What follows belongs to an exercise in optimizing a design on an open flow for small area, a short achievable clock period and few clock cycles per item; a production flow would make more cautious choices. In this exercise RTL edits were held to simulation tests only and were not proved equivalent to the original.

quartz:
// box_distance_bounds_top
module box_distance_bounds_top #(
    parameter int COORD_BITS = 24
) (
    input  logic                               clk,
    input  logic                               rst_n,
    input  logic                               in_valid,
    output logic                               in_stall,
    input  logic signed [COORD_BITS-1:0]       a_low,
    input  logic signed [COORD_BITS-1:0]       a_high,
    input  logic signed [COORD_BITS-1:0]       b_low,
    input  logic signed [COORD_BITS-1:0]       b_high,
    input  logic                               last,
    output logic                               out_valid,
    input  logic                               out_stall,
    output logic [bdb_pkg::SUM_W-1:0]          min_sq_dist,
    output logic [bdb_pkg::SUM_W-1:0]          max_sq_dist,
    output logic [bdb_pkg::ROOT_W-1:0]         min_dist,
    output logic [bdb_pkg::ROOT_W-1:0]         max_dist
);
    localparam int SQ_K4    = 2;
    localparam int NB_W     = 4 * SQ_K4;
    localparam int SQ_TOP_W = 6;
    localparam int V_W      = SUM_W - SQ_TOP_W;
    localparam int SQ_CYC   = V_W / NB_W;
    localparam int CNT_W  = 3;
    logic                  a_valid;
    logic                  a_last;
    logic [COORD_BITS-1:0] gap_w;
    logic [COORD_BITS-1:0] span_w;
    logic                  span_c_w;
    logic [COORD_BITS-1:0] gap_reg;
    logic [COORD_BITS-1:0] span_reg;
    logic                  span_c_reg;
    logic [COORD_BITS-1:0] span_full;
    logic             first;
  ...
For scale: about 7,600 cells after synthesis, roughly 350 flip-flops.
clock: 9.0 ns
lec_check: 0
cap_margin: 20
core_margin: 2
core_utilization: 40
setup_slack_margin: 1.0
slew_margin: 20
run.sh (not shown) runs the stock make flow with config.mk's settings and CLKGATE_MAP_FILE= SYNTH_SCRIPT=/design/flow/synth_recipe.tcl, a recipe that flattens the netlist after the stock synthesis.
Testbench counts of quartz, summed over its fixed seeds: cycles 7,240, items 800.
The following lists how sierra was set up differently from quartz:
Settings: SETUP_SLACK_MARGIN changed from 1.0 to 2.0; ABC_AREA newly set to 1.
- Compared with quartz, in sierra fraction of area in registers decreased by 1.4 points relative to the old numbers; placement-stage worst setup slack went up by 210 ps; adder-cell share of the synthesized area down 1.3 points.
- sierra has maximum clock rate above what quartz had.
- Measured against each other, quartz and sierra differ in core utilization, the lower figure coming from quartz.
- Against quartz, sierra comes in about 6.4% higher on number of well taps.
- Looking at final critical-path required period across both flows, sierra is the stronger of the two, with quartz trailing.
Setup changes, sierra to lagoon
Settings: SETUP_SLACK_MARGIN changed from 2.0 to 1.5.
[summary]
lagoon finished every step from synthesis to the final layout, and the layout passed the timing, design-rule and antenna checks. sierra went all the way through synthesis, placement and routing and the layout is clean on timing, DRC and antenna. lagoon vs sierra: wire length per cell after detailed routing down in lagoon. Diff sierra -> lagoon: number of antenna repair diodes went down by 1; fraction of layout cells with a size suffix above 1 went down by 4.3 points; number of cell instances on the worst register-to-register path went up by 4. sierra -> lagoon: maximum root-to-sink buffer count delta 0, exact match. lagoon -> sierra: number of buffers added on ports delta 0, exact match. Layout overhead on the synthesized area in lagoon is 4.9 points below sierra. Routed wire length in lagoon is 1.7% lower than in sierra.
> inputs changed (lagoon -> violet)
Settings: ABC_AREA removed (was 1); SETUP_SLACK_MARGIN changed from 1.5 to 2.0.
--- outcome ---
Every stage of the flow completed for violet, and the final layout passed the timing, design-rule and antenna checks.
Comparing lagoon and violet, share of the cycle needed by the critical path after routing is higher on lagoon.
From lagoon to violet the numbers moved as follows: via count decreased by 4,491 relative to the old numbers, remaining max-slew budget at the tightest pin decreased by 18 points relative to the old numbers, maximum frequency increased by 0.97% relative to the old numbers.

* * *

box_distance_bounds_top again, from the RTL that the note above started with.
==> flow/config.mk <==
export PLATFORM = sky130hd
export DESIGN_NAME = box_distance_bounds_top
export DESIGN_NICKNAME = box_distance_bounds_top
export VERILOG_FILES = /design/flow/design.v
export SDC_FILE = /design/flow/constraint.sdc
export NUM_CORES = 4
export LEC_CHECK = 0
export CAP_MARGIN = 20
export CORE_MARGIN = 2
export CORE_UTILIZATION = 40
export SETUP_SLACK_MARGIN = 1.25
export SLEW_MARGIN = 20
==> flow/constraint.sdc <==
create_clock -name core_clock -period 9.0 [get_ports {clk}]
set_input_delay 1.8000 -clock core_clock [delete_from_list [all_inputs] [get_ports {clk}]]
set_output_delay 1.8000 -clock core_clock [all_outputs]
set_load 0.01 [all_outputs]
Testbench counts at the start, summed over its fixed seeds: cycles 7,240, items 800.
Next try:
SETUP_SLACK_MARGIN = 1.5   (was 1.25)
The changed run finished with timing, DRC and antenna clean. Via count is about the same. Final area increases by 1.8%. Synthesized area is unchanged. Critical path depth decreases by 2. First-iteration DRC count decreases by 4.3%. Wire length increases by 0.64%. Global-route usage increases by 0.26 points. Synthesized cell count is unchanged.

[port drivers added, routing unchanged]
No port has a modelled driver above. Below, the same layouts with a new extraction and two added sets of constraints.
Step 1 assumes that a clkbuf_16 drives the clock port and a buf_2 every other input.
Step 2 also shifts input and output timing later by t, the mid clock arrival at the registers, as if the neighbouring blocks saw the same clock.
Three values: no drivers, after step 1, after step 2; two values: the first two.
run	t, ns	slack for setup (ns)	hold slack, ns
quartz	0.727	1.280 / 1.280 / 0.733	0.544 / 0.544 / 0.544
sierra	0.721	1.929 / 1.929 / 1.630	0.509 / 0.509 / 0.509
lagoon	0.722	1.799 / 1.799 / 1.259	0.519 / 0.519 / 0.519
violet	0.740	1.868 / 1.868 / 1.483	0.559 / 0.559 / 0.559
the first run of note 2	0.750	1.425 / 1.425 / 0.920	0.547 / 0.547 / 0.547
the second run of note 2	0.732	1.635 / 1.635 / 1.090	0.552 / 0.552 / 0.552
After both steps every run listed still meets setup and hold. For quartz, which loses most, drivers alone change the setup slack by 0.000 ns; drivers and shift together by -0.547 ns.
